This design comes from an exercise in tuning for small area on the open sky130 flow, not from production work.
In this exercise RTL edits were held to simulation tests only and were not proved equivalent to the original.
Power figures rest on the tool's default switching activity, not on a simulated workload.

==> flow/design.v <==
`timescale 1ns/1ps
package isa_pkg;
  localparam logic [31:0] PC_STEP = 32'd4;
  localparam logic [6:0] OPC_OP_IMM = 7'b0010011;
  localparam logic [6:0] OPC_AUIPC  = 7'b0010111;
  localparam logic [6:0] OPC_LOAD   = 7'b0000011;
  localparam logic [6:0] OPC_JAL    = 7'b1101111;
  localparam logic [6:0] OPC_JALR   = 7'b1100111;
  localparam logic [6:0] OPC_BRANCH = 7'b1100011;
  localparam logic [2:0] F3_ANDI = 3'b111;
  localparam logic [2:0] F3_LBU  = 3'b100;
  localparam logic [2:0] F3_BGE  = 3'b101;
  localparam logic [1:0] ERR_NONE   = 2'd0;
  localparam logic [1:0] ERR_RESULT = 2'd1;
  localparam logic [1:0] ERR_FLOW   = 2'd2;
endpackage
`timescale 1ns/1ps
import isa_pkg::*;
module shadow_regfile (
  input  logic        clk,
  input  logic        rst_n,
  input  logic        commit_valid_i,
  input  logic [31:0] commit_inst_i,
  input  logic        commit_we_i,
  input  logic [4:0]  commit_rd_i,
  input  logic [31:0] commit_value_i,
  output logic [31:0] rs1_val_o,
  output logic [31:0] rs2_val_o
);
  logic [31:1][31:0] regs;
  logic [31:1] valid_q;
  logic [31:1] wr_sel;
  logic [31:1] rd1_sel;
  logic [31:1] rd2_sel;
  always_comb begin
    for (int i = 1; i < 32; i++) begin
      wr_sel[i]  = commit_valid_i && commit_we_i && (commit_rd_i == i[4:0]);
      rd1_sel[i] = valid_q[i] && (commit_inst_i[19:15] == i[4:0]);
      rd2_sel[i] = valid_q[i] && (commit_inst_i[24:20] == i[4:0]);
    end
  end
  always_ff @(posedge clk or negedge rst_n) begin
    if (!rst_n) begin
      valid_q <= '0;
    end else begin
      valid_q <= valid_q | wr_sel;
    end
  end
  for (genvar r = 1; r < 32; r++) begin : g_word
    rf_word u_word (
      .clk  (clk),
      .we_i (wr_sel[r]),
      .d_i  (commit_value_i),
      .q_o  (regs[r])
    );
  end
  rf_read_port u_rd1 (.regs_i(regs), .sel_i(rd1_sel), .val_o(rs1_val_o));
  rf_read_port u_rd2 (.regs_i(regs), .sel_i(rd2_sel), .val_o(rs2_val_o));
endmodule
module rf_word (
  input  logic        clk,
  input  logic        we_i,
  input  logic [31:0] d_i,
  output logic [31:0] q_o
);
  always_ff @(posedge clk) begin
    if (we_i) q_o <= d_i;
  end
endmodule
module rf_read_port (
  input  logic [31:1][31:0] regs_i,
  input  logic [31:1] sel_i,
  output logic [31:0] val_o
);
  for (genvar b = 0; b < 32; b++) begin : g_bit
    logic [10:0] term_n;
    for (genvar k = 0; k < 10; k++) begin : g_aoi
      rf_aoi3 u_aoi (
        .s_i  (sel_i[3*k+3:3*k+1]),
        .d_i  ({regs_i[3*k+3][b], regs_i[3*k+2][b], regs_i[3*k+1][b]}),
        .y_no (term_n[k])
      );
    end
    rf_nand1 u_last (.s_i(sel_i[31]), .d_i(regs_i[31][b]), .y_no(term_n[10]));
    rf_nand_all u_or (.a_ni(term_n), .y_o(val_o[b]));
  end
endmodule
module rf_aoi3 (
  input  logic [2:0] s_i,
  input  logic [2:0] d_i,
  output logic       y_no
);
  assign y_no = ~|(s_i & d_i);
endmodule
module rf_nand1 (
  input  logic s_i,
  input  logic d_i,
  output logic y_no
);
  assign y_no = ~(s_i & d_i);
endmodule
module rf_nand_all (
  input  logic [10:0] a_ni,
  output logic        y_o
);
  assign y_o = ~&a_ni;
endmodule
`timescale 1ns/1ps
import isa_pkg::*;
module result_checker (
  input  logic        commit_valid_i,
  input  logic [31:0] commit_pc_i,
  input  logic [31:0] commit_inst_i,
  input  logic        commit_we_i,
  input  logic [4:0]  commit_rd_i,
  input  logic [31:0] commit_value_i,
  input  logic [31:0] commit_mem_addr_i,
  input  logic [31:0] commit_mem_data_i,
  input  logic [31:0] rs1_val_i,
  output logic        fail_o
);
  logic [6:0]  opcode;
  logic [2:0]  funct3;
  logic [4:0]  rd_field;
  logic [31:0] imm_i;
  logic        is_andi;
  logic        is_auipc;
  logic        is_lbu;
  logic        is_jal;
  logic [1:0]  lane;
  logic [7:0]  load_byte;
  logic [31:0] val_x;
  logic [31:0] val_y;
  logic [31:0] val_s;
  logic [31:0] val_c;
  logic [31:0] adr_s;
  logic [31:0] adr_c;
  logic        value_ok;
  logic        addr_ok;
  logic        mismatch;
  assign opcode   = commit_inst_i[6:0];
  assign funct3   = commit_inst_i[14:12];
  assign rd_field = commit_inst_i[11:7];
  assign imm_i = {{20{commit_inst_i[31]}}, commit_inst_i[31:20]};
  assign is_andi  = (opcode == OPC_OP_IMM) && (funct3 == F3_ANDI);
  assign is_auipc = (opcode == OPC_AUIPC);
  assign is_lbu   = (opcode == OPC_LOAD) && (funct3 == F3_LBU);
  assign is_jal   = (opcode == OPC_JAL);
  assign lane      = rs1_val_i[1:0] + commit_inst_i[21:20];
  assign load_byte = commit_mem_data_i[{lane, 3'b000} +: 8];
  always_comb begin
    if (is_andi)     val_x = rs1_val_i & imm_i;
    else if (is_lbu) val_x = {24'b0, load_byte};
    else             val_x = commit_pc_i;
  end
  assign val_y = {commit_inst_i[31:12] & {20{is_auipc}}, 9'b0, is_jal, 2'b0};
  for (genvar i = 0; i < 32; i++) begin : g_csa
    if (i < 12 && i != 2) begin : g_h
      csa_half u_val (.a_i(val_x[i]), .b_i(~commit_value_i[i]),
                      .s_o(val_s[i]), .c_o(val_c[i]));
    end else begin : g_f
      csa_full u_val (.a_i(val_x[i]), .b_i(val_y[i]), .c_i(~commit_value_i[i]),
                      .s_o(val_s[i]), .c_o(val_c[i]));
    end
    csa_full u_adr (.a_i(rs1_val_i[i]), .b_i(imm_i[i]), .c_i(~commit_mem_addr_i[i]),
                    .s_o(adr_s[i]), .c_o(adr_c[i]));
  end
  assign value_ok = &(val_s ^ {val_c[30:0], 1'b0});
  assign addr_ok  = &(adr_s ^ {adr_c[30:0], 1'b0});
  assign mismatch = (commit_we_i != (rd_field != '0))
                 || (commit_rd_i != rd_field)
                 || !value_ok
                 || (is_lbu && !addr_ok);
  assign fail_o = commit_valid_i && (is_andi || is_auipc || is_lbu || is_jal) && mismatch;
endmodule
module csa_full (
  input  logic a_i,
  input  logic b_i,
  input  logic c_i,
  output logic s_o,
  output logic c_o
);
  assign {c_o, s_o} = a_i + b_i + c_i;
endmodule
module csa_half (
  input  logic a_i,
  input  logic b_i,
  output logic s_o,
  output logic c_o
);
  assign {c_o, s_o} = a_i + b_i;
endmodule
`timescale 1ns/1ps
import isa_pkg::*;
module flow_checker #(
  parameter logic [31:0] RESET_PC = 32'h200
) (
  input  logic        clk,
  input  logic        rst_n,
  input  logic        commit_valid_i,
  input  logic [31:0] commit_pc_i,
  input  logic [31:0] commit_inst_i,
  input  logic [31:0] rs1_val_i,
  input  logic [31:0] rs2_val_i,
  output logic        fail_o
);
  logic        first_q;    
  logic        free_q;     
  logic [31:0] base_q;     
  logic [20:1] off_q;      
  logic        jal_q;      
  logic [20:1] offset;
  logic [6:0]  opcode;
  logic        is_jal;
  logic        is_bge;
  logic        bge_taken;
  logic [31:2] off_ext;
  logic        cin2;
  logic [31:2] sum_s;
  logic [31:2] sum_c;
  logic        hi_ok;
  logic        lo_ok;
  logic        pc_bad;
  assign opcode    = commit_inst_i[6:0];
  assign is_jal    = (opcode == OPC_JAL);
  assign is_bge    = (opcode == OPC_BRANCH) && (commit_inst_i[14:12] == F3_BGE);
  assign bge_taken = $signed(rs1_val_i) >= $signed(rs2_val_i);
  always_comb begin
    if (is_jal)
      offset = {commit_inst_i[31], commit_inst_i[19:12], commit_inst_i[20],
                commit_inst_i[30:21]};
    else if (is_bge && bge_taken)
      offset = {{9{commit_inst_i[31]}}, commit_inst_i[7], commit_inst_i[30:25],
                commit_inst_i[11:8]};
    else
      offset = 20'd2;    
  end
  assign off_ext = {{11{off_q[20]}}, off_q[20:2]};
  assign cin2    = base_q[1] & off_q[1];
  for (genvar i = 2; i < 32; i++) begin : g_csa
    csa_full u_pc (.a_i(base_q[i]), .b_i(off_ext[i]), .c_i(~commit_pc_i[i]),
                   .s_o(sum_s[i]), .c_o(sum_c[i]));
  end
  assign hi_ok = &(sum_s ^ {sum_c[30:2], cin2});
  assign lo_ok = jal_q ? (commit_pc_i[1:0] == 2'b00)
                       : (commit_pc_i[1:0] == {base_q[1] ^ off_q[1], base_q[0]});
  always_comb begin
    if (first_q)     pc_bad = (commit_pc_i != RESET_PC);
    else if (free_q) pc_bad = 1'b0;
    else             pc_bad = !(hi_ok && lo_ok);
  end
  assign fail_o = commit_valid_i && pc_bad;
  always_ff @(posedge clk or negedge rst_n) begin
    if (!rst_n) begin
      first_q <= 1'b1;
      free_q  <= 1'b0;
    end else if (commit_valid_i) begin
      first_q <= 1'b0;
      free_q  <= (opcode == OPC_JALR);
    end
  end
  always_ff @(posedge clk) begin
    if (commit_valid_i) begin
      base_q <= commit_pc_i;
      off_q  <= offset;
      jal_q  <= is_jal;
    end
  end
endmodule
`timescale 1ns/1ps
import isa_pkg::*;
module verdict_collector (
  input  logic        clk,
  input  logic        rst_n,
  input  logic [31:0] commit_pc_i,
  input  logic [31:0] commit_inst_i,
  input  logic        res_fail_i,
  input  logic        flow_fail_i,
  output logic        error_o,
  output logic [1:0]  err_kind_o,
  output logic [31:0] err_pc_o,
  output logic [31:0] err_inst_o
);
  logic        seen_q;
  logic        res_q;
  logic [31:0] pc_q;
  logic [31:0] inst_q;
  always_ff @(posedge clk or negedge rst_n) begin
    if (!rst_n) begin
      seen_q  <= 1'b0;
      error_o <= 1'b0;
    end else begin
      seen_q  <= seen_q || res_fail_i || flow_fail_i;
      error_o <= seen_q;
    end
  end
  always_ff @(posedge clk) begin
    if (!seen_q) begin
      res_q  <= res_fail_i;
      pc_q   <= commit_pc_i;
      inst_q <= commit_inst_i;
    end
  end
  assign err_kind_o = error_o ? (res_q ? ERR_RESULT : ERR_FLOW) : ERR_NONE;
  assign err_pc_o   = pc_q & {32{error_o}};
  assign err_inst_o = inst_q & {32{error_o}};
endmodule
`timescale 1ns/1ps
import isa_pkg::*;
module commit_checker_top #(
  parameter logic [31:0] RESET_PC = 32'h200
) (
  input  logic        clk,
  input  logic        rst_n,
  input  logic        commit_valid_i,
  input  logic [31:0] commit_pc_i,
  input  logic [31:0] commit_inst_i,
  input  logic        commit_we_i,
  input  logic [4:0]  commit_rd_i,
  input  logic [31:0] commit_value_i,
  input  logic [31:0] commit_mem_addr_i,
  input  logic [31:0] commit_mem_data_i,
  output logic        error_o,
  output logic [1:0]  err_kind_o,
  output logic [31:0] err_pc_o,
  output logic [31:0] err_inst_o
);
  logic [31:0] rs1_val;
  logic [31:0] rs2_val;
  logic        res_fail;
  logic        flow_fail;
  shadow_regfile shadow_regfile_inst (
    .clk            (clk),
    .rst_n          (rst_n),
    .commit_valid_i (commit_valid_i),
    .commit_inst_i  (commit_inst_i),
    .commit_we_i    (commit_we_i),
    .commit_rd_i    (commit_rd_i),
    .commit_value_i (commit_value_i),
    .rs1_val_o      (rs1_val),
    .rs2_val_o      (rs2_val)
  );
  result_checker result_checker_inst (
    .commit_valid_i    (commit_valid_i),
    .commit_pc_i       (commit_pc_i),
    .commit_inst_i     (commit_inst_i),
    .commit_we_i       (commit_we_i),
    .commit_rd_i       (commit_rd_i),
    .commit_value_i    (commit_value_i),
    .commit_mem_addr_i (commit_mem_addr_i),
    .commit_mem_data_i (commit_mem_data_i),
    .rs1_val_i         (rs1_val),
    .fail_o            (res_fail)
  );
  flow_checker #(
    .RESET_PC (RESET_PC)
  ) flow_checker_inst (
    .clk            (clk),
    .rst_n          (rst_n),
    .commit_valid_i (commit_valid_i),
    .commit_pc_i    (commit_pc_i),
    .commit_inst_i  (commit_inst_i),
    .rs1_val_i      (rs1_val),
    .rs2_val_i      (rs2_val),
    .fail_o         (flow_fail)
  );
  verdict_collector verdict_collector_inst (
    .clk           (clk),
    .rst_n         (rst_n),
    .commit_pc_i   (commit_pc_i),
    .commit_inst_i (commit_inst_i),
    .res_fail_i    (res_fail),
    .flow_fail_i   (flow_fail),
    .error_o       (error_o),
    .err_kind_o    (err_kind_o),
    .err_pc_o      (err_pc_o),
    .err_inst_o    (err_inst_o)
  );
endmodule
==> flow/flow/run.sh <==
#!/bin/bash
# The standard layout (standard.sh, unchanged synthesis, floorplan, power
# grid and routing) with two changes passed to ORFS as make variables:
#  - the input and output port buffers use the smallest buffer cell;
#  - clock tree synthesis uses clkbuf_16 clusters of up to 28 sinks and
#    inserts no dummy loads.
# The whole ORFS output goes to standard_flow.log; ORFS also keeps its
# per-step logs under orfs/logs/.
set -euo pipefail
bash standard.sh \
  "BUFFER_PORTS_ARGS=-buffer_cell sky130_fd_sc_hd__buf_1" \
  "CTS_ARGS=-sink_clustering_enable -repair_clock_nets -dont_use_dummy_load -buf_list sky130_fd_sc_hd__clkbuf_16 -sink_clustering_size 28 -sink_clustering_max_diameter 80" \
  finish > standard_flow.log 2>&1
==> flow/standard.sh <==
#!/bin/bash
# synth_recipe.tcl (not shown) runs the flow's synth.tcl, then flattens the netlist and writes it again
# the make line also repeats each setting of config.mk as NAME=value (left out here)
make -C /OpenROAD-flow-scripts/flow DESIGN_CONFIG=/design/flow/config.mk WORK_HOME=/design/flow/orfs CLKGATE_MAP_FILE= SYNTH_SCRIPT=/design/flow/synth_recipe.tcl "${@:-finish}"
==> flow/config.mk <==
export PLATFORM = sky130hd
export DESIGN_NAME = commit_checker_top
export DESIGN_NICKNAME = commit_checker_top
export VERILOG_FILES = /design/flow/design.v
export SDC_FILE = /design/flow/constraint.sdc
export NUM_CORES = 4
export LEC_CHECK = 0
export CAP_MARGIN = 10
export CORE_MARGIN = 2
export CORE_UTILIZATION = 65
export GPL_TIMING_DRIVEN = 0
export SETUP_SLACK_MARGIN = 0.2
export SLEW_MARGIN = 10
export SYNTH_HIERARCHICAL = 1
export SYNTH_MINIMUM_KEEP_SIZE = 0
==> flow/constraint.sdc <==
create_clock -name core_clock -period 8.0 [get_ports {clk}]
set_input_delay 1.6000 -clock core_clock [delete_from_list [all_inputs] [get_ports {clk}]]
set_output_delay 1.6000 -clock core_clock [all_outputs]
set_load 0.01 [all_outputs]
==> impl_metrics.tcl <==
set metrics [dict create \
    status "no timing/DRC/antenna violations" \
    r2r_slack_ps 1690 \
    startpoint_type "primary input" \
    hold_viol_final 0 \
    syn_nets 3316 \
    grtUsageMet2_pct 68.38 \
    synth_area_mm2 0.04966 \
    worstSetupPathType "primary input to flip-flop" \
    area_growth_pct 12.10 \
    syn_inst 3018 \
    fin_cells 4410 \
    leakage_nw 18.11 \
    routed_wl_um 185700 \
    worstHoldPathType "flip-flop to flip-flop" \
    slew_viol_final 0 \
    rsz0062_at_grt "false" \
    dieArea_mm2 0.07862 \
    crit_slowest_cell "or3_1" \
    drt-initial-drc-count 11380 \
    reg2regPathDepth 16 \
    synthDistinctLibCells 67 \
    ctsHoldBuffers 0 \
    grt_util_met3_pct 16.17 \
    layout_min_cycle_time_ps 7731 \
    antenna_found_initial 17 \
    vias 37450 \
    synth_seq_cells 1145 \
    crit_arrival_ps 8190 \
    viasPerCell 8.493 \
    avgSynthCellArea_um2 16.45 \
    ant_nets 0 \
    ys_seq_area_share_pct 68.89 \
    dr.pass1.iters 13 \
    tightest_slew_ps 1357 \
    fin_util_pct 73.41 \
    cts_tree "built" \
    synthFlopType "edfxtp_1" \
    endpoint_kind "flip-flop" \
    drcViolationCount 0 \
    die_w_um 280.4 \
    r2r_end "verdict_collector_inst.seen_q$_DFF_PN0_" \
    final_cell_area_mm2 0.05566 \
    max_cap_viol_count 0 \
    cts_root_buf "clkbuf_16" \
    synth-edff-count 1110 \
    async_flop_share_pct 3.057 \
    hold_path_end "verdict_collector_inst.error_o$_DFF_PN0_" \
    dp_cells 4347 \
    cts_sinks 1145 \
    slew_headroom_pct 8.709 \
    fin_skew_ps 113.3 \
    fin_crit_sh_pct 96.63 \
    path_clk_slew_ps 100 \
    p_per_area_mw_per_mm2 193.6 \
    start_util_pct 65.49 \
    grt_remaining_overflow 0 \
    io_buffers 235 \
    dieHeight_um 280.4 \
    track_usage_pct 46.47 \
    multi_input_area_mm2 0.01508 \
    place_congestion 1.068 \
    synth_top_area_share_pct 67.12 \
    seq_area_mm2 0.03421 \
    worstPathRequired_ps 8460 \
    post_dp_cell_area_mm2 0.05434 \
    grt_pass1_vias 35440 \
    slowest_delay_ps 710 \
    final_layout_size_suffix_gt1_share_pct 10.21 \
    crit_chain "clkbuf_2, buf_2, and3_1, and3_2, a222oi_1, nand4_1, or3_1, ha_1, xor2_2, mux4_2, mux2i_1, o21ai_1, fa_1, xnor2_1, nor4_1, nand4_1, nor4_2, a21oi_1, or3_1" \
    clock_latency_ps 690 \
    rows 101 \
    finalSetupViolations 0 \
    max_freq_mhz 129.4 \
    fillers 4651 \
    grt_busiest_layer "met2" \
    wl_per_cell_um 42.10 \
    grt_use_met1_pct 59.64 \
    hpwl_um 122700 \
    grt_pass1_wl_um 254600 \
    coreArea_mm2 0.07582 \
    holdCritStartpoint "verdict_collector_inst.seen_q$_DFF_PN0_" \
    max-clock-path-buffers 3 \
    yosys-top-cells-area "edfxtp_1 (67%), a222oi_1 (13%), fa_1 (3.3%)" \
    io_pins 236 \
    rr_startpoint "shadow_regfile_inst.valid_q[19]$_DFF_PN0_" \
    irDropWorstVdd_mv 0.2104 \
    synth_top_cell_by_area "edfxtp_1" \
    nNetsFinal 3719 \
    h-tree-depth 2 \
    synth_warnings 11 \
    hold_path_depth 0 \
    cts_buffers 50 \
    critPathMaxFanout 14 \
    grt_max_degree 43 \
]
## per-stage QoR
step / hold slack, ps / setup TNS (ps) / total power [mW] / setup slack [ps]
after floorplan: 368.2 / 0 / 7.398 / 548.6
after global placement: 382.2 / -434090 / 7.923 / -4753
after detailed placement: 409.6 / -1338 / 7.990 / -780.2
after CTS: 368.2 / 0 / 10.68 / 231.1
after global routing: 383.5 / 0 / 10.95 / 250.7
final: 366.7 / 0 / 10.77 / 269.5
## routing by layer
metal,wire length [um],part of all wire (%)
met5,315,0.17
met4,14850,8.0
met3,33230,18
met2,79960,43
met1,57320,31
## cell type report
class / instances / share of cell area [%]
antenna: 13 / 0.05844
tap: 978 / 2.198
sequential: 1145 / 61.46
timing repair buffer: 351 / 5.633
buffer: 38 / 0.4316
inverter: 131 / 0.8834
clock buffer: 50 / 2.248
multi-input combinational: 1704 / 27.09
## per-module statistics from Yosys (local to each module, per instance), excerpt
module / copies in the design / cells inside / area [um2]
rf_word: 31 / 32 / 960.9
verdict_collector: 1 / 142 / 2491
rf_nand1: 64 / 1 / 3.754
shadow_regfile: 1 / 217 / 1964
csa_full: 83 / 1 / 20.02
csa_half: 11 / 1 / 12.51
rf_aoi3: 640 / 1 / 10.01
result_checker: 1 / 264 / 1892
rf_nand_all: 64 / 4 / 23.77
## registers in the layout, summed over array words and instances (netlist names)
name,count
verdict_collector_inst.pc_q,32
flow_checker_inst.jal_q,1
shadow_regfile_inst.g_word.u_word.q_o,992
flow_checker_inst.off_q,20
shadow_regfile_inst.valid_q,31
verdict_collector_inst.inst_q,32
verdict_collector_inst.res_q,1
flow_checker_inst.free_q,1
verdict_collector_inst.error_o,1
verdict_collector_inst.seen_q,1
flow_checker_inst.base_q,32
flow_checker_inst.first_q,1
## kinds of logic after synthesis
family,share of synthesized area [%]
AOI/OAI and AO/OA,14.74
xor gates and xnor gates,1.781
adders and majority gates,4.505
buffers and inverters,1.464
DFF,68.89
muxes,0.5241
and+or+nand+nor,8.096
## how the worst max path moves through the flow
| stage | start | to | slack [ps] | cells after the start |
|---|---|---|---|---|
| floorplan | commit_inst_i[15] | verdict_collector_inst.seen_q$_DFF_PN0_ | 550 | 18 |
| finish | commit_inst_i[19] | verdict_collector_inst.seen_q$_DFF_PN0_ | 270 | 19 |
| global route | commit_inst_i[16] | verdict_collector_inst.seen_q$_DFF_PN0_ | 250 | 20 |
| detailed placement | commit_inst_i[16] | verdict_collector_inst.seen_q$_DFF_PN0_ | -780 | 20 |
| CTS | commit_inst_i[18] | verdict_collector_inst.seen_q$_DFF_PN0_ | 230 | 18 |
| global placement | commit_inst_i[17] | verdict_collector_inst.seen_q$_DFF_PN0_ | -4750 | 18 |
## power breakdown
group | switching [mW] | leakage [nW] | total, mW | internal (mW)
clock network | 1.72 | 0.616 | 2.84 | 1.12
registers | 0.0555 | 10.5 | 6.71 | 6.65
logic | 0.846 | 7.04 | 1.23 | 0.385
## timing repair
item	in CTS	in global routing
buffers inserted	0	0
resized for setup	6	6
setup endpoints to repair	2	1
## synth_stat cells, types with 9 or more instances
library cell,count
a21o_1,12
a21oi_1,30
a222oi_1,640
a22o_1,21
and2_1,87
and3_1,56
buf_2,11
buf_6,9
clkbuf_1,14
dfrtp_1,34
edfxtp_1,1110
fa_1,83
ha_1,46
inv_1,131
nand2_1,93
nand3_1,90
nand4_1,151
nor2_1,42
nor3_1,11
nor4_1,29
o21ai_0,9
o21bai_1,28
or3_1,67
xnor2_1,53
xor2_1,48
## layout by cell type, fill, tap and decap left out, types with 9 or more instances in the layout
cell / synthesis / layout
edfxtp_1: 1110 / 1110
nor2_4: 1 / 30
nor2_1: 42 / 13
and3_2: 0 / 54
nor4_1: 29 / 26
buf_2: 11 / 39
nand3_1: 90 / 90
a21o_1: 12 / 12
a22o_1: 21 / 21
dfrtp_1: 34 / 34
nand4_1: 151 / 151
ha_1: 46 / 46
buf_16: 0 / 27
clkbuf_2: 0 / 14
buf_4: 3 / 18
xnor2_1: 53 / 53
clkbuf_1: 14 / 10
a222oi_1: 640 / 640
o21bai_1: 28 / 28
nor3_1: 11 / 11
buf_6: 9 / 18
nand2_1: 93 / 93
fa_1: 83 / 83
diode_2: 0 / 13
o21ai_0: 9 / 9
buf_1: 1 / 200
or3_1: 67 / 67
a21oi_1: 30 / 30
xor2_1: 48 / 47
inv_1: 131 / 130
buf_12: 0 / 59
clkbuf_16: 0 / 50
and2_1: 87 / 87
## worst max-delay path: cells and delay by family
| family | cells | cell delay [ps] |
|---|---|---|
| compound gates | 3 | 740 |
| xor+xnor | 2 | 650 |
| fa+ha+maj | 2 | 860 |
| buf+inv | 2 | 540 |
| mux | 2 | 620 |
| simple gates | 8 | 3150 |

## afterwards: timing with drivers on the ports
No port has a modelled driver above. Below, the same layout with a new extraction and two added sets of constraints. Step 1: set_driving_cell puts a clkbuf_16 on clk and a buf_2 on each other input, an assumption about the parent block. Step 2 moves the port delays by t, midway between the first and last clock arrival at a register: inputs arrive t later, outputs are due t later. That takes back most of the time a late clock gives input paths. Slacks: no drivers / after step 1 / after step 2; pairs: no drivers / after step 1.
shift t [ns]: 0.708
slack for setup (ns): 0.269 / 0.321 / -0.386
worst setup path at the end: input to register
latest minus earliest clock arrival (ns): 0.113 / 0.113
worst data-port slew with drivers (ns): 0.08
With both steps, setup timing fails in this run, where it was met with ideal ports. For this run, drivers alone change the setup slack by +0.052 ns; drivers and shift together by -0.655 ns.
